From an optimization exercise on the open Yosys and OpenROAD flow, aimed at small area, a short achievable clock period and few clock cycles; shortcuts taken in it are not production practice. No run shown here included a check of the RTL's function; only the layout flow was run. Power figures rest on the tool's default switching activity, not on a simulated workload.

==> flow/design.v <==
`timescale 1ns / 1ps
package tvo_pkg;
  localparam logic [7:0] SEP_RESET = 8'h7C;
  localparam logic [7:0] CHAR_EQUALS = 8'h3D;
  localparam logic [7:0] CHAR_SPACE  = 8'h20;
  localparam logic [7:0] CHAR_TAB    = 8'h09;
  localparam logic [7:0] CHAR_CR     = 8'h0D;
  localparam logic [7:0] CHAR_PLUS   = 8'h2B;
  localparam logic [7:0] CHAR_MINUS  = 8'h2D;
  localparam logic [3:0] KS_EMPTY = 4'd0;
  localparam logic [3:0] KS_1     = 4'd1;
  localparam logic [3:0] KS_5     = 4'd2;
  localparam logic [3:0] KS_3     = 4'd3;
  localparam logic [3:0] KS_4     = 4'd4;
  localparam logic [3:0] KS_OTHER = 4'd5;
  localparam logic [3:0] KS_11    = 4'd8;
  localparam logic [3:0] KS_55    = 4'd9;
  localparam logic [3:0] KS_54    = 4'd10;
  localparam logic [3:0] KS_38    = 4'd11;
  localparam logic [3:0] KS_40    = 4'd12;
  localparam logic [3:0] KS_44    = 4'd13;
  localparam logic [1:0] PH_SPACE  = 2'd0;
  localparam logic [1:0] PH_SIGN   = 2'd1;
  localparam logic [1:0] PH_DIGITS = 2'd2;
  localparam logic [1:0] PH_STOP   = 2'd3;
  localparam logic [1:0] STATUS_OK       = 2'd0;
  localparam logic [1:0] STATUS_BAD_NUM  = 2'd1;
  localparam logic [1:0] STATUS_TOO_LONG = 2'd2;
  typedef struct packed {
    logic [1:0]  piece_count;
    logic        last_eq;
    logic [3:0]  key;
    logic [3:0]  val_len;
    logic [1:0]  phase;
    logic        neg;
    logic        num_err;
    logic [3:0]  sig_cnt;
    logic [1:0]  sig_cmp;
    logic        c16;
    logic [31:0] car;
    logic [63:0] buf_q;
  } field_t;
  localparam logic [1:0] CMP_EQ = 2'd0;
  localparam logic [1:0] CMP_LT = 2'd1;
  localparam logic [1:0] CMP_GT = 2'd2;
  localparam field_t FIELD_CLEAR = '0;
endpackage
`timescale 1ns / 1ps
module tag_value_order_message_parser #(
  parameter int unsigned INSTRUMENT_BYTES = 8
) (
  input  logic        clk_i,
  input  logic        rst_ni,
  input  logic        cfg_valid_i,
  input  logic [7:0]  cfg_field_separator_i,
  output logic        cfg_ready_o,
  input  logic        in_valid_i,
  input  logic [7:0]  in_data_byte_i,
  input  logic        in_is_last_i,
  output logic        in_ready_o,
  output logic        out_valid_o,
  input  logic        out_ready_i,
  output logic [6:0]  out_present_mask_o,
  output logic [31:0] out_order_id_o,
  output logic [31:0] out_client_id_o,
  output logic [31:0] out_side_code_o,
  output logic [31:0] out_order_quantity_o,
  output logic [31:0] out_order_kind_o,
  output logic [31:0] out_limit_price_o,
  output logic [63:0] out_instrument_text_o,
  output logic [3:0]  out_instrument_length_o,
  output logic [1:0]  out_status_o
);
  logic [7:0]  sep_q;
  logic        in_v_q;
  logic [7:0]  byte_q;
  logic [4:0]  dig_q;
  logic        neg_next;
  logic [4:0]  dig_add;
  logic        last_q;
  tvo_pkg::field_t      fld_q;
  tvo_pkg::field_t      base;
  tvo_pkg::field_t      fld_d;
  logic        fresh_q;
  logic        pend_q;
  logic        emit_q;
  logic        advance;
  logic        is_sep;
  logic        is_eq;
  logic        is_digit;
  logic        is_space;
  logic        key_55;
  logic        key_num;
  logic [31:0] acc_next;
  logic        acc_ovf;
  assign cfg_ready_o = 1'b1;
  always_ff @(posedge clk_i or negedge rst_ni) begin
    if (!rst_ni) begin
      sep_q <= tvo_pkg::SEP_RESET;
    end else if (cfg_valid_i) begin
      sep_q <= cfg_field_separator_i;
    end
  end
  logic out_v_q;
  logic clr_q;
  logic rdy_q;
  logic vsep_q;
  logic in_adv;
  assign advance    = !(pend_q && (out_v_q || clr_q));
  assign in_adv     = advance && !vsep_q;
  assign in_ready_o = rdy_q;
  always_ff @(posedge clk_i or negedge rst_ni) begin
    if (!rst_ni) begin
      in_v_q <= 1'b0;
    end else if (in_adv) begin
      in_v_q <= in_valid_i;
    end
  end
  always_ff @(posedge clk_i) begin
    if (in_adv) begin
      byte_q <= in_data_byte_i;
      dig_q  <= {dig_add >= 5'd8, dig_add >= 5'd16,
                 (dig_add >= 5'd16) ? 3'(dig_add - 5'd12) : dig_add[2:0]};
      last_q <= in_is_last_i;
    end
  end
  assign is_sep   = (byte_q == sep_q);
  assign is_eq    = (byte_q == tvo_pkg::CHAR_EQUALS);
  assign is_digit = (byte_q[7:4] == 4'h3) && (byte_q[3:0] <= 4'd9);
  assign is_space = (byte_q == tvo_pkg::CHAR_SPACE) || ((byte_q >= tvo_pkg::CHAR_TAB) && (byte_q <= tvo_pkg::CHAR_CR));
  assign base = fresh_q ? tvo_pkg::FIELD_CLEAR : fld_q;
  logic in_value;
  assign in_value = !fresh_q && (fld_q.piece_count == 2'd1) && !is_eq;
  assign key_55  = (fld_q.key == tvo_pkg::KS_55);
  assign key_num = (fld_q.key == tvo_pkg::KS_1) || (fld_q.key == tvo_pkg::KS_11) ||
                   (fld_q.key == tvo_pkg::KS_54) || (fld_q.key == tvo_pkg::KS_38) ||
                   (fld_q.key == tvo_pkg::KS_40) || (fld_q.key == tvo_pkg::KS_44);
  assign neg_next = (in_v_q && (byte_q == tvo_pkg::CHAR_MINUS)) ||
                    (!(in_v_q && (byte_q == tvo_pkg::CHAR_PLUS)) && !fresh_q && fld_q.neg);
  assign dig_add  = {1'b0, in_data_byte_i[3:0]} + (neg_next ? 5'd9 : 5'd0);
  logic [31:0] csa_a;
  logic [31:0] csa_b;
  logic [31:0] csa_c;
  logic [31:0] csa_d;
  logic [31:0] csa_x1;
  logic [31:0] csa_y1;
  logic [31:0] csa_y1s;
  logic [31:0] csa_x2;
  logic [31:0] csa_y2;
  logic [31:0] acc_car;
  assign csa_a   = {fld_q.buf_q[28:0], dig_q[2:0]};
  assign csa_b   = {fld_q.buf_q[30:0], 1'b0};
  assign csa_c   = {fld_q.car[28:1], dig_q[4:3], 2'b00};
  assign csa_d   = {fld_q.car[30:0], 1'b0};
  assign csa_x1  = csa_a ^ csa_b ^ csa_c;
  assign csa_y1  = (csa_a & csa_b) | (csa_a & csa_c) | (csa_b & csa_c);
  assign csa_y1s = {csa_y1[30:0], 1'b0};
  assign csa_x2  = csa_x1 ^ csa_y1s ^ csa_d;
  assign csa_y2  = (csa_x1 & csa_y1s) | (csa_x1 & csa_d) | (csa_y1s & csa_d);
  assign acc_next = csa_x2;
  assign acc_car  = {csa_y2[30:0], 1'b0};
  logic [3:0] dig_val;
  logic [3:0] lim_dig;
  logic       sig_lead0;
  logic [1:0] cmp_next;
  logic [3:0] sig_next;
  assign dig_val   = byte_q[3:0];
  localparam logic [39:0] LIMIT_DIGITS = 40'h8463847412;
  assign lim_dig = (fld_q.sig_cnt > 4'd9) ? 4'd8 : LIMIT_DIGITS[fld_q.sig_cnt * 4 +: 4];
  assign sig_lead0 = (fld_q.sig_cnt == 4'd0) && (dig_val == 4'd0);
  assign cmp_next  = (fld_q.sig_cmp != tvo_pkg::CMP_EQ) ? fld_q.sig_cmp :
                     (dig_val < lim_dig) ? tvo_pkg::CMP_LT :
                     (dig_val == lim_dig) ? tvo_pkg::CMP_EQ : tvo_pkg::CMP_GT;
  assign sig_next  = fld_q.sig_cnt + 4'd1;
  assign acc_ovf   = !sig_lead0 &&
                     ((fld_q.sig_cnt == 4'd10) ||
                      ((fld_q.sig_cnt == 4'd9) &&
                       ((cmp_next == tvo_pkg::CMP_GT) ||
                        ((cmp_next == tvo_pkg::CMP_EQ) && !fld_q.neg))));
  always_comb begin
    fld_d = base;
    fld_d.buf_q = fresh_q ? 64'd0 : fld_q.buf_q;
    if (is_eq) begin
      if (base.piece_count != 2'd3) begin
        fld_d.piece_count = base.piece_count + 2'd1;
      end
      fld_d.last_eq = 1'b1;
    end else begin
      fld_d.last_eq = 1'b0;
      if (base.piece_count == 2'd0) begin
        unique case (base.key)
          tvo_pkg::KS_EMPTY: begin
            unique case (byte_q)
              8'h31:   fld_d.key = tvo_pkg::KS_1;
              8'h35:   fld_d.key = tvo_pkg::KS_5;
              8'h33:   fld_d.key = tvo_pkg::KS_3;
              8'h34:   fld_d.key = tvo_pkg::KS_4;
              default: fld_d.key = tvo_pkg::KS_OTHER;
            endcase
          end
          tvo_pkg::KS_1:    fld_d.key = (byte_q == 8'h31) ? tvo_pkg::KS_11 : tvo_pkg::KS_OTHER;
          tvo_pkg::KS_5:    fld_d.key = (byte_q == 8'h35) ? tvo_pkg::KS_55 :
                               (byte_q == 8'h34) ? tvo_pkg::KS_54 : tvo_pkg::KS_OTHER;
          tvo_pkg::KS_3:    fld_d.key = (byte_q == 8'h38) ? tvo_pkg::KS_38 : tvo_pkg::KS_OTHER;
          tvo_pkg::KS_4:    fld_d.key = (byte_q == 8'h30) ? tvo_pkg::KS_40 :
                               (byte_q == 8'h34) ? tvo_pkg::KS_44 : tvo_pkg::KS_OTHER;
          default: fld_d.key = tvo_pkg::KS_OTHER;
        endcase
      end
    end
    if (in_value) begin
      if (fld_q.val_len != 4'd15) begin
        fld_d.val_len = fld_q.val_len + 4'd1;
      end
      if (key_55) begin
        for (int i = 0; i < INSTRUMENT_BYTES; i++) begin
          if (fld_q.val_len == 4'(i)) begin
            fld_d.buf_q[i*8 +: 8] = byte_q;
          end
        end
      end
      if (key_num && (fld_q.phase != tvo_pkg::PH_STOP)) begin
        if (is_digit) begin
          fld_d.buf_q[31:0] = acc_next;
          fld_d.car         = acc_car;
          if (!sig_lead0) begin
            fld_d.sig_cnt = sig_next;
            fld_d.sig_cmp = cmp_next;
          end
          if (acc_ovf) begin
            fld_d.num_err = 1'b1;
            fld_d.phase   = tvo_pkg::PH_STOP;
          end else begin
            fld_d.phase   = tvo_pkg::PH_DIGITS;
          end
        end else if ((fld_q.phase == tvo_pkg::PH_SPACE) && is_space) begin
          fld_d.phase = tvo_pkg::PH_SPACE;
        end else if ((fld_q.phase == tvo_pkg::PH_SPACE) &&
                     ((byte_q == tvo_pkg::CHAR_PLUS) || (byte_q == tvo_pkg::CHAR_MINUS))) begin
          fld_d.neg         = (byte_q == tvo_pkg::CHAR_MINUS);
          fld_d.buf_q[31:0] = (byte_q == tvo_pkg::CHAR_MINUS) ? 32'hFFFF_FFFF : 32'd0;
          fld_d.phase       = tvo_pkg::PH_SIGN;
        end else begin
          if (fld_q.phase != tvo_pkg::PH_DIGITS) begin
            fld_d.num_err = 1'b1;
          end
          fld_d.phase = tvo_pkg::PH_STOP;
        end
      end
    end
  end
  tvo_pkg::field_t fld_c;
  always_comb begin
    fld_c                         = fld_q;
    {fld_c.c16, fld_c.buf_q[15:0]} = {1'b0, fld_q.buf_q[15:0]} + {1'b0, fld_q.car[15:0]};
    fld_c.car[15:0]               = 16'd0;
  end
  logic pend_n;
  logic vsep_n;
  assign pend_n    = vsep_q ? 1'b1 : in_adv ? (in_v_q && is_sep) : pend_q;
  assign vsep_n    = !vsep_q && in_adv && in_v_q && !is_sep && last_q;
  logic       cl_hasval;
  logic       cl_taken;
  logic       cl_bad;
  logic [5:0] cl_slot;
  logic [8:0] dec_d;
  logic [8:0] dec_q;
  assign cl_hasval = (fld_q.val_len != 4'd0);
  assign cl_taken  = cl_hasval && (((fld_q.piece_count == 2'd1) && !fld_q.last_eq) ||
                                   ((fld_q.piece_count == 2'd2) && fld_q.last_eq));
  assign cl_bad    = fld_q.num_err || (fld_q.phase == tvo_pkg::PH_SPACE) ||
                     (fld_q.phase == tvo_pkg::PH_SIGN);
  assign cl_slot   = {fld_q.key == tvo_pkg::KS_44, fld_q.key == tvo_pkg::KS_40,
                      fld_q.key == tvo_pkg::KS_38, fld_q.key == tvo_pkg::KS_54,
                      fld_q.key == tvo_pkg::KS_1,  fld_q.key == tvo_pkg::KS_11};
  assign dec_d     = {(cl_taken && !cl_bad) ? cl_slot : 6'd0,
                      cl_taken && (fld_q.key == tvo_pkg::KS_55) &&
                      (fld_q.val_len <= 4'(INSTRUMENT_BYTES)),
                      cl_taken && cl_bad && (cl_slot != 6'd0),
                      cl_taken && (fld_q.key == tvo_pkg::KS_55) &&
                      (fld_q.val_len > 4'(INSTRUMENT_BYTES))};
  always_ff @(posedge clk_i) begin
    if (vsep_q) begin
      dec_q <= dec_d;
    end else if (in_adv && in_v_q && is_sep) begin
      dec_q <= fresh_q ? 9'd0 : dec_d;
    end
  end
  always_ff @(posedge clk_i) begin
    if (vsep_q) begin
      fld_q  <= fld_c;
    end else if (in_adv && in_v_q) begin
      fld_q  <= is_sep ? (fresh_q ? tvo_pkg::FIELD_CLEAR : fld_c) : fld_d;
      emit_q <= last_q;
    end
  end
  always_ff @(posedge clk_i or negedge rst_ni) begin
    if (!rst_ni) begin
      fresh_q <= 1'b1;
      pend_q  <= 1'b0;
      vsep_q  <= 1'b0;
    end else begin
      pend_q <= pend_n;
      vsep_q <= vsep_n;
      if (in_adv && in_v_q) begin
        fresh_q <= is_sep || last_q;
      end
    end
  end
  logic        close;
  logic        take;
  logic        wr_instr;
  logic        err_long;
  logic [5:0]  wr_num;
  logic        err_num;
  logic [31:0] num_val;
  logic [5:0][31:0] vals_q;
  logic [63:0] instr_q;
  logic [3:0]  ilen_q;
  logic [6:0]  mask_q;
  logic [1:0]  status_q;
  logic [6:0]  mask_set;
  assign close = pend_q && !out_v_q && !clr_q;
  assign take  = out_v_q && out_ready_i;
  assign num_val = {fld_q.buf_q[31:16] + fld_q.car[31:16] + {15'd0, fld_q.c16},
                    fld_q.buf_q[15:0]} ^ {32{fld_q.neg}};
  assign wr_num   = close ? dec_q[8:3] : 6'd0;
  assign wr_instr = close && dec_q[2];
  assign err_num  = close && dec_q[1];
  assign err_long = close && dec_q[0];
  assign mask_set = {wr_num[5], wr_num[4], wr_num[3], wr_num[2], wr_instr, wr_num[1], wr_num[0]};
  logic out_v_n;
  assign out_v_n = take ? 1'b0 : ((close && emit_q) ? 1'b1 : out_v_q);
  always_ff @(posedge clk_i or negedge rst_ni) begin
    if (!rst_ni) begin
      rdy_q <= 1'b1;
    end else begin
      rdy_q <= !(pend_n && (out_v_n || take)) && !vsep_n;
    end
  end
  always_ff @(posedge clk_i or negedge rst_ni) begin
    if (!rst_ni) begin
      clr_q   <= 1'b1;
      out_v_q <= 1'b0;
    end else begin
      clr_q <= take;
      if (take) begin
        out_v_q <= 1'b0;
      end else if (close && emit_q) begin
        out_v_q <= 1'b1;
      end
    end
  end
  always_ff @(posedge clk_i) begin
    if (clr_q) begin
      mask_q   <= '0;
      status_q <= tvo_pkg::STATUS_OK;
    end else begin
      mask_q <= mask_q | mask_set;
      if (status_q == tvo_pkg::STATUS_OK) begin
        if (err_num) begin
          status_q <= tvo_pkg::STATUS_BAD_NUM;
        end else if (err_long) begin
          status_q <= tvo_pkg::STATUS_TOO_LONG;
        end
      end
    end
  end
  always_ff @(posedge clk_i) begin
    if (clr_q) begin
      instr_q <= '0;
      ilen_q  <= '0;
    end else if (wr_instr) begin
      instr_q <= fld_q.buf_q;
      ilen_q  <= fld_q.val_len;
    end
  end
  for (genvar s = 0; s < 6; s++) begin : g_slot
    always_ff @(posedge clk_i) begin
      if (clr_q) begin
        vals_q[s] <= '0;
      end else if (wr_num[s]) begin
        vals_q[s] <= num_val;
      end
    end
  end
  assign out_valid_o             = out_v_q;
  assign out_present_mask_o      = mask_q;
  assign out_order_id_o          = vals_q[0];
  assign out_client_id_o         = vals_q[1];
  assign out_side_code_o         = vals_q[2];
  assign out_order_quantity_o    = vals_q[3];
  assign out_order_kind_o        = vals_q[4];
  assign out_limit_price_o       = vals_q[5];
  assign out_instrument_text_o   = instr_q;
  assign out_instrument_length_o = ilen_q;
  assign out_status_o            = status_q;
endmodule
==> flow/flow/run.sh <==
#!/bin/bash
# The standard layout, with two changes: the port buffers are buf_2 cells in place of
# the delay buffer buffer_ports picks on its own, and synthesis leaves adders to ABC
# (no full/half adder cells), which gives a faster accumulator. Each tool's output
# goes to standard.log.
set -euo pipefail
export BUFFER_PORTS_ARGS="-buffer_cell sky130_fd_sc_hd__buf_2"
export ADDER_MAP_FILE=
bash standard.sh finish > standard.log 2>&1
==> flow/standard.sh <==
#!/bin/bash
# synth_recipe.tcl (not shown) runs the flow's synth.tcl, then flattens the netlist and writes it again
# the make line also repeats each setting of config.mk as NAME=value (left out here)
make -C /OpenROAD-flow-scripts/flow DESIGN_CONFIG=/design/flow/config.mk WORK_HOME=/design/flow/orfs CLKGATE_MAP_FILE= SYNTH_SCRIPT=/design/flow/synth_recipe.tcl "${@:-finish}"
==> flow/config.mk <==
export PLATFORM = sky130hd
export DESIGN_NAME = tag_value_order_message_parser
export DESIGN_NICKNAME = tag_value_order_message_parser
export VERILOG_FILES = /design/flow/design.v
export SDC_FILE = /design/flow/constraint.sdc
export NUM_CORES = 4
export LEC_CHECK = 0
export CAP_MARGIN = 20
export CORE_MARGIN = 2
export CORE_UTILIZATION = 40
export SETUP_SLACK_MARGIN = 3.5
export SLEW_MARGIN = 20
export TNS_END_PERCENT = 2
==> flow/constraint.sdc <==
create_clock -name core_clock -period 6.0 [get_ports {clk_i}]
set_input_delay 1.2000 -clock core_clock [delete_from_list [all_inputs] [get_ports {clk_i}]]
set_output_delay 1.2000 -clock core_clock [all_outputs]
set_load 0.01 [all_outputs]
==> results of run 1 <==
-- worst paths after layout --
path / start / endpoint
worst max register to register: fld_q[9] / fld_q[15]
max in group asynchronous: rst_ni / fresh_q
worst min-delay path: instr_q[35] / instr_q[35]
worst min register to register: instr_q[35] / instr_q[35]
worst max-delay path: fld_q[9] / fld_q[15]
min in group asynchronous: rst_ni / out_v_q
-- through the flow --
step           area (um^2)  utilization  cells  total power, mW  hold slack (ns)
2_1_floorplan        20720            -   2332            11.07           0.4443
3_3_place_gp         22420       0.4378   3117            13.75           0.4414
3_5_place_dp         22420       0.4378   3117            13.93           0.4439
4_1_cts              25160       0.4914   3288            17.86           0.4505
5_1_grt              25510       0.4984   3310            19.32           0.4631
6_report             25510       0.4984   3310            18.20           0.4502
-- placed cells by master, fill, tap and decap left out, types with 16 or more instances in the layout --
master,n
a31oi_1,21
nand3_1,32
xnor2_1,149
o22ai_1,18
nand2_1,344
inv_1,20
buf_2,292
nor3_1,32
xor2_1,40
a21oi_1,214
nor2b_1,16
edfxtp_1,124
maj3_1,60
a211oi_1,139
a221oi_1,19
nor2_1,254
dfxtp_1,280
nor3b_1,35
o21ai_0,58
buf_4,99
clkbuf_16,51
-- routing by layer --
metal | track usage | vias up
li1 | - | 8688
met1 | 0.3287 | 8800
met2 | 0.3977 | 691
met3 | 0.03962 | 115
met4 | 0.06613 | 0
met5 | 0 | -
-- kinds of logic after synthesis --
logic type                 count (synthesis)  share of synthesized area
and+or+nand+nor                          812                     0.1719
adders and majority gates                 67                    0.03300
DFF                                      424                     0.4758
buffers and inverters                    238                    0.04513
other                                      1                  0.0001818
muxes                                     23                    0.01195
xor gates and xnor gates                 201                    0.08753
AOI/OAI and AO/OA                        566                     0.1745
-- timing repair --
item | 4_1_cts | 5_1_grt
resized for setup | 68 | 36
endpoints found under the hold margin | 0 | 0
setup buffers | 76 | 21
endpoints found under the setup margin | 485 | 415
cloned | 7 | 0
pin swaps | 28 | 21
-- sequential cells by signal, indices dropped and copies added, names as in the netlist, 2 cells and up --
name and cells:
vals_q 192, sep_q 8, instr_q 64, dec_q 9
byte_q 8, dig_q 3, status_q 2, ilen_q 4
fld_q 118, mask_q 7
-- power groups by stage --
stage	clock [mW]	combinational (mW)	sequential [mW]
finish	3.07	9.59	5.53
global route	3.24	10.4	5.69
CTS	3.12	9.19	5.54
detailed placement	0	8.11	5.81
global placement	0	7.99	5.76
floorplan	0	5.71	5.36
-- area by class of cell --
class	instances	area, um^2
repair buffers	421	2693
clock buffers	68	1408
fillers	4802	25680
flip-flops and latches	424	9824
multi-input cells	1673	10400
clock inverters	20	247.7
well taps	680	850.8
inverters	24	90.09
-- worst max-delay path, delay by kind of cell (launching register included) --
family	cells	cell delay (ns)
flip-flops	1	0.39
AND/OR/NAND/NOR	2	0.27
adder cells (fa/ha/maj)	2	0.70
AO/OA/AOI/OAI	4	0.88
XOR/XNOR	2	0.37
buffers and inverters	1	0.17
==> summary.txt, run 1 <==
- IO Pins: slightly below 300
- Critical path fanouts, max: 4
- Final period util: 0.5099
- First-pass GRT wire length: about 100 mm
- Pre-CTS setup slack: approximately 1.9 ns
- Max frequency: between 0.3 and 0.4 GHz
- Layout cells sized above 1: 0.2354
- CP peak stage delay: around 0.39 ns
- Worst slew pin tran: 1.134 ns
- Routed wire length: 66.66 mm
- DR iter-0 viols: roughly 1,600
- Worst reg2reg path depth: 11
- Final setup vio count: 0
- Worst min-delay path class: reg2reg
- Ant diodes: 0
- Yosys cell types: about 80
- Cell Chain, Critical Path: buf_4 > xnor2_4 > nor4_4 > and3_1 > o211a_4 > o41ai_4 > a31oi_2 > maj3_2 > maj3_2 > xor2_2 > o22ai_2
- Met1 Wirelength: roughly 29 mm
- Total track usage: 0.2418
- Clock Latency Late Sink: between 0.6 and 0.7 ns
- Top Layer Used: met4
- Via density per instance: 5.527
- Rows: 83
- Net switching power: between 8 and 9 mW
- Sink Count: roughly 420
- Clk pwr share: 0.169
- Number of synthesized flops with an enable pin: 124
- Yosys top cell area share: 0.2766
- Die outline height: around 230 um
- Fin. max-slew vios: 0
- Max cap viols: 0
- Die width: around 230 um
- Initial antenna violation count: 0
- DRC Markers: 0
- Core Footprint: slightly above 50,000 um^2
- Combinational share of power: 0.527
- VDD IR max: 395.7 uV
- Max Root-Sink Buffers: 3
- CP max-delay cell: edfxtp_1
- Critical Path End Type: flip-flop
- WP data arrival: about 3.4 ns
- Status: timing/DRC/antenna clean
- Switching Fraction: 0.4424
- WS Path Type: reg2reg
- Most frequent cells after synthesis: nand2_1, dfxtp_1, nor2_1
- Synth Flop Type: dfxtp_1
- Total grt overflow: 0
- CP startpoint kind: flip-flop
- Layout area overhead: 23.69%
- Crit path time final: 3.059 ns
- Setup TNS: 0 ns
- Vias in the first global route: between 15,000 and 20,000
- P per Cell Area: between 700 and 800 nW/um^2
- CTS Root Buffer Type: clkbuf_16
- Top cell type by total area after synthesis: dfxtp_1
- Worst Skew: 0.02604 ns
- Synth Cell Area: ~21,000 um^2
- Cell internal pwr: 10.15 mW
- CTS Buf Count: 48
- H-tree levels: 2
- Initial cell density of the core: 0.4029
- Worst-path clk slew: roughly 0.06 ns
- RSZ-0062 raised after global routing: yes
- Syn Inst Count: between 2,000 and 2,500
- Hold_buf cts: 0
- Fin. Hold Viols: 0
- Avg WL per Cell: ~20 um
- Syn Nets: roughly 2,400
- DR vias: approximately 18,000
- Most frequent CP cell: maj3_2
- Final Worst Setup Slack: 2.941 ns
- Worst Path Required: roughly 6.3 ns
- Hold Crit Depth: 2
- Hpwl dp: 42.88 mm
- #FFs+latches synth: 424
- Share of synthesized registers carrying an async set or reset: 0.03538
- Count leader, synth: nand2_1
- Port Buffer Count: a little under 300
- Average size of a mapped cell: slightly below 9 um^2
- Yosys warning total: 1
- Pin count of the biggest net entering global routing: just over 100
- Top post-synthesis cells by area: dfxtp_1, edfxtp_1, xnor2_1, nand2_1, a21oi_1
- CTS tree: done
- Lkg Pwr: roughly 9.8 nW
- Fin nets: ~2,600
- Pre-antenna DRT Iters: 8
- Wire length on met2: about 31 mm
- Seq/Total Area, Yosys: 0.4758
- Met3 wire len: between 4 and 5 mm
- Antenna Nets Post-Route: 0
- Die area: around 53,000 um^2
- R2r setup slk: about 2.9 ns
- Rel. slew slack: 0.2432
- Reg power frac: 0.304
- Final GP Congestion: about 0.87
==> inputs of run 2 (changes only) <==
--- a/flow/design.v
+++ b/flow/design.v
@@ -77,6 +77,7 @@
   logic [4:0]  dig_q;
   logic        neg_next;
   logic [4:0]  dig_add;
+  logic [4:0]  dig_m12;
   logic        last_q;
   tvo_pkg::field_t      fld_q;
   tvo_pkg::field_t      base;
@@ -120,7 +121,7 @@
     if (in_adv) begin
       byte_q <= in_data_byte_i;
       dig_q  <= {dig_add >= 5'd8, dig_add >= 5'd16,
-                 (dig_add >= 5'd16) ? 3'(dig_add - 5'd12) : dig_add[2:0]};
+                 (dig_add >= 5'd16) ? dig_m12[2:0] : dig_add[2:0]};
       last_q <= in_is_last_i;
     end
   end
@@ -138,6 +139,7 @@
   assign neg_next = (in_v_q && (byte_q == tvo_pkg::CHAR_MINUS)) ||
                     (!(in_v_q && (byte_q == tvo_pkg::CHAR_PLUS)) && !fresh_q && fld_q.neg);
   assign dig_add  = {1'b0, in_data_byte_i[3:0]} + (neg_next ? 5'd9 : 5'd0);
+  assign dig_m12  = dig_add - 5'd12;
   logic [31:0] csa_a;
   logic [31:0] csa_b;
   logic [31:0] csa_c;
--- a/flow/config.mk
+++ b/flow/config.mk
@@ -10,4 +10,4 @@
 export CORE_UTILIZATION = 40
 export SETUP_SLACK_MARGIN = 3.5
 export SLEW_MARGIN = 20
-export TNS_END_PERCENT = 2
+export TNS_END_PERCENT = 5
==> summary.txt, run 2 <==
- Rel. slew slack: 0.2807 (+0.03754)
- Layout cells sized above 1: 0.2727 (+0.03733)
- Worst Skew: 0.02936 ns (+0.003325 ns)
- Max Root-Sink Buffers: 3 (unchanged)
- Total track usage: 0.2396 (-0.002125)
- Yosys warning total: 1 (unchanged)
- Cell Chain, Critical Path: maj3_2 > a21oi_4 > a2111o_1 > nand4_4 > o31a_4 > maj3_4 > xnor2_4 > buf_12 > a211oi_1
- Sink Count: 426 (+0.47%)
- CTS Root Buffer Type: clkbuf_16
- Worst min-delay path class: reg2reg
- Fin. Hold Viols: 0 (unchanged)
- Die outline height: 233.3 um (+0.94%)
- Routed wire length: 69.40 mm (+4.1%)
- Antenna Nets Post-Route: 0 (unchanged)
- CP peak stage delay: 0.42 ns (+0.03 ns)
- WP data arrival: 3.19 ns (-0.20 ns)
- Syn Nets: 2,385 (+1.3%)
- Average size of a mapped cell: 8.897 um^2 (+0.58%)
- Fin. max-slew vios: 0 (unchanged)
- Synth Flop Type: dfxtp_1
- Pre-antenna DRT Iters: 6 (-2)
- Yosys cell types: 82 (+3.8%)
- Critical Path End Type: flip-flop
- CP max-delay cell: edfxtp_1
- #FFs+latches synth: 426 (+0.47%)
- Most frequent cells after synthesis: nor2_1, nand2_1, dfxtp_1
- DP Cell Count: 3,143 (+0.83%)
- Top post-synthesis cells by area: dfxtp_1, edfxtp_1, a211oi_1, xnor2_1, nor2_1
- Number of synthesized flops with an enable pin: 126 (+1.6%)
- Max FFs per register: 192 (unchanged)
- Initial antenna violation count: 2 (+2)
- Worst Path Required: 6.51 ns (+0.18 ns)
- Core Footprint: 52,240 um^2 (+2.0%)
- Area of the multi-input gates: 10,980 um^2 (+5.6%)
- Via density per instance: 5.609 (+1.5%)
- Final setup vio count: 0 (unchanged)
- Worst slew pin tran: 1.079 ns (-0.05508 ns)
- Clock Latency Late Sink: 0.60 ns (about the same)
- First-pass GRT wire length: 102.6 mm (+0.53%)
- Max cap viols: 0 (unchanged)
- Total grt overflow: 0 (unchanged)
- CTS Buf Count: 47 (-2.1%)
- IO Pins: 294 (unchanged)
- Setup TNS: 0 ns (unchanged)
- Fin nets: 2,693 (+3.0%)
- CP startpoint kind: flip-flop
- RSZ-0062 raised after global routing: yes
- Worst-path clk slew: 0.06 ns (about the same)
- Port Buffer Count: 292 (unchanged)
- Top flop regs: vals_q x192, fld_q x118, instr_q x64
- DR vias: 19,060 (+4.2%)
- Most common cell after layout, fill and taps aside: buf_2
- Hpwl dp: 43.38 mm (+1.2%)
- WS Path Type: reg2reg
- Largest Register: vals_q
- Critical path fanouts, max: 6 (+2)
- Die area: 54,410 um^2 (+1.9%)
- Initial cell density of the core: 0.4025 (-0.0004311)
- P per Cell Area: 714.9 nW/um^2 (+0.22%)
- Rows: 84 (+1.2%)
- H-tree levels: 2 (unchanged)
- DRC Markers: 0 (unchanged)
- Layout area overhead: 27.10%
- Commonest cells after routing, fill and taps aside: buf_2, nor2_1, dfxtp_1
- Seq/Total Area, Yosys: 0.4697 (-0.006092)
- Yosys top cell area share: 0.2714 (-0.005202)
- Final period util: 0.4457 (-0.06418)
- Status: timing/DRC/antenna clean
- Vias in the first global route: 17,400 (+0.82%)
- CTS tree: done
- FF/Latch Area: 9881 um^2 (+0.57%)
- Area after DPL: 22,720 um^2 (+1.3%)
- Ant diodes: 0 (unchanged)
- Post-layout instance count excluding filler cells: 3,398 (+2.7%)
- Filler cell count: 4,756 (-0.96%)
- Syn Inst Count: 2,363 (+1.3%)
- Share of synthesized registers carrying an async set or reset: 0.03521 (-0.0001661)
- Worst hold slack: 0.4510 ns (+0.0008200 ns)
- VDD IR max: 400.1 uV (+1.1%)
- Avg WL per Cell: 20.42 um (+1.4%)
- Synth Cell Area: 21,020 um^2 (+1.9%)
- Max frequency: 0.3739 GHz (+14%)
- Final GP Congestion: 0.9226 (+5.6%)
- Pin count of the biggest net entering global routing: 101 (-0.98%)
- DR iter-0 viols: 1,787 (+15%)
- Die width: 233.3 um (+0.94%)
- Design area: 26,720 um^2 (+4.7%)
- Top cell type by total area after synthesis: dfxtp_1
- Lkg Pwr: 10.31 nW (+4.9%)
- Crit path time final: 2.674 ns (-0.3851 ns)
- Count leader, synth: nor2_1
## run 2: cell count changes after synthesis, sizes merged, moves of 14 or more
cell and change:
nand2 -65, a211oi +55, nor2 +32, a21oi -25, a31oi -15, o21ai +15, buf +14, nand3 +14
## run 2: cells by family (layout without fill, tap and decap cells)
group / count (synthesis) / after routing / share of synthesized area
other cells: 1 / 1 / 0.0001784
xor+xnor: 199 / 199 / 0.08451
fa+ha+maj: 71 / 71 / 0.03416
flops: 426 / 426 / 0.4697
compound gates: 591 / 591 / 0.1815
mux: 18 / 18 / 0.009582
buf+inv: 251 / 595 / 0.04726
simple gates: 806 / 809 / 0.1731
## run 2: layout make-up
type                       instances  share of cell area
clock inverter                    14            0.006181
tap                              688             0.03222
sequential                       426              0.3698
inverter                          23            0.003372
clock buffer                      74             0.05858
timing repair buffer             484              0.1189
multi-input combinational       1689              0.4110
## run 2: worst max-delay path, delay by kind of cell, from the launching register on
kind / cells / cell delay, ns
AND/OR/NAND/NOR: 1 / 0.13
AO/OA/AOI/OAI: 4 / 0.98
XOR/XNOR: 1 / 0.16
flip-flops: 1 / 0.42
adder cells (fa/ha/maj): 2 / 0.73
buffers and inverters: 1 / 0.15
## run 2: stage by stage
step / setup slack [ns] / util / total power, mW
2_1_floorplan: 3.050 / - / 11.41
3_3_place_gp: 2.085 / 0.4343 / 14.04
3_5_place_dp: 1.960 / 0.4349 / 14.21
4_1_cts: 3.340 / 0.4856 / 17.99
5_1_grt: 3.219 / 0.5115 / 20.22
6_report: 3.326 / 0.5115 / 19.10
## run 2: power by group
part,switching [mW],internal [mW]
Sequential,1.04,4.53
Clock,1.26,1.90
Combinational,6.16,4.21
Total,8.47,10.6
## run 2: path summary, 6_finish.rpt
path | start | endpoint | slack, ns | cells after the start
worst max-delay path | fld_q[16] | vals_q[157] | 3.33 | 9
worst min-delay path | instr_q[12] | instr_q[12] | 0.45 | 2
worst max register to register | fld_q[16] | vals_q[157] | 3.33 | 9
worst min register to register | instr_q[12] | instr_q[12] | 0.45 | 2
max in group asynchronous | rst_ni | clr_q | 5.19 | 1
min in group asynchronous | rst_ni | sep_q[7] | 0.51 | 1
## run 2: routing by layer
| layer | routed length (um) | track usage | vias up |
|---|---|---|---|
| li1 | - | - | 8937 |
| met1 | 29520 | 0.3225 | 9056 |
| met2 | 31280 | 0.3837 | 880 |
| met3 | 6130 | 0.04895 | 184 |
| met4 | 2459 | 0.07862 | 2 |
| met5 | 11 | 0 | - |
## run 2: repair_timing
action,CTS,global route
setup buffers,74,87
pin swaps,22,54
endpoints found under the setup margin,433,421
gates resized for setup,62,120
hold buffers,0,0
cloned,4,2

==> static timing again, ports no longer ideal <==
No port has a modelled driver above. Below, the same layouts with a new extraction and two added sets of constraints.
Step 1 (the two cells are an assumption about what drives the block):
set clk [get_ports {clk_i}]
set_driving_cell -lib_cell sky130_fd_sc_hd__clkbuf_16 $clk
set_driving_cell -lib_cell sky130_fd_sc_hd__buf_2 [delete_from_list [all_inputs] $clk]
Step 2 also shifts input and output timing later by t, the mid clock arrival at the registers, as if the neighbouring blocks saw the same clock.
Three values: no drivers, after step 1, after step 2; two values: the first two.
| run | t (ns) | slack for setup (ns) | worst hold slack (ns) | worst data-port slew with drivers (ns) |
|---|---|---|---|---|
| run 1 | 0.653 | 2.941 / 2.941 / 2.941 | 0.450 / 0.450 / 0.450 | 0.05 |
| run 2 | 0.652 | 3.326 / 3.326 / 3.326 | 0.451 / 0.451 / 0.451 | 0.06 |
After both steps every run listed still meets setup and hold.
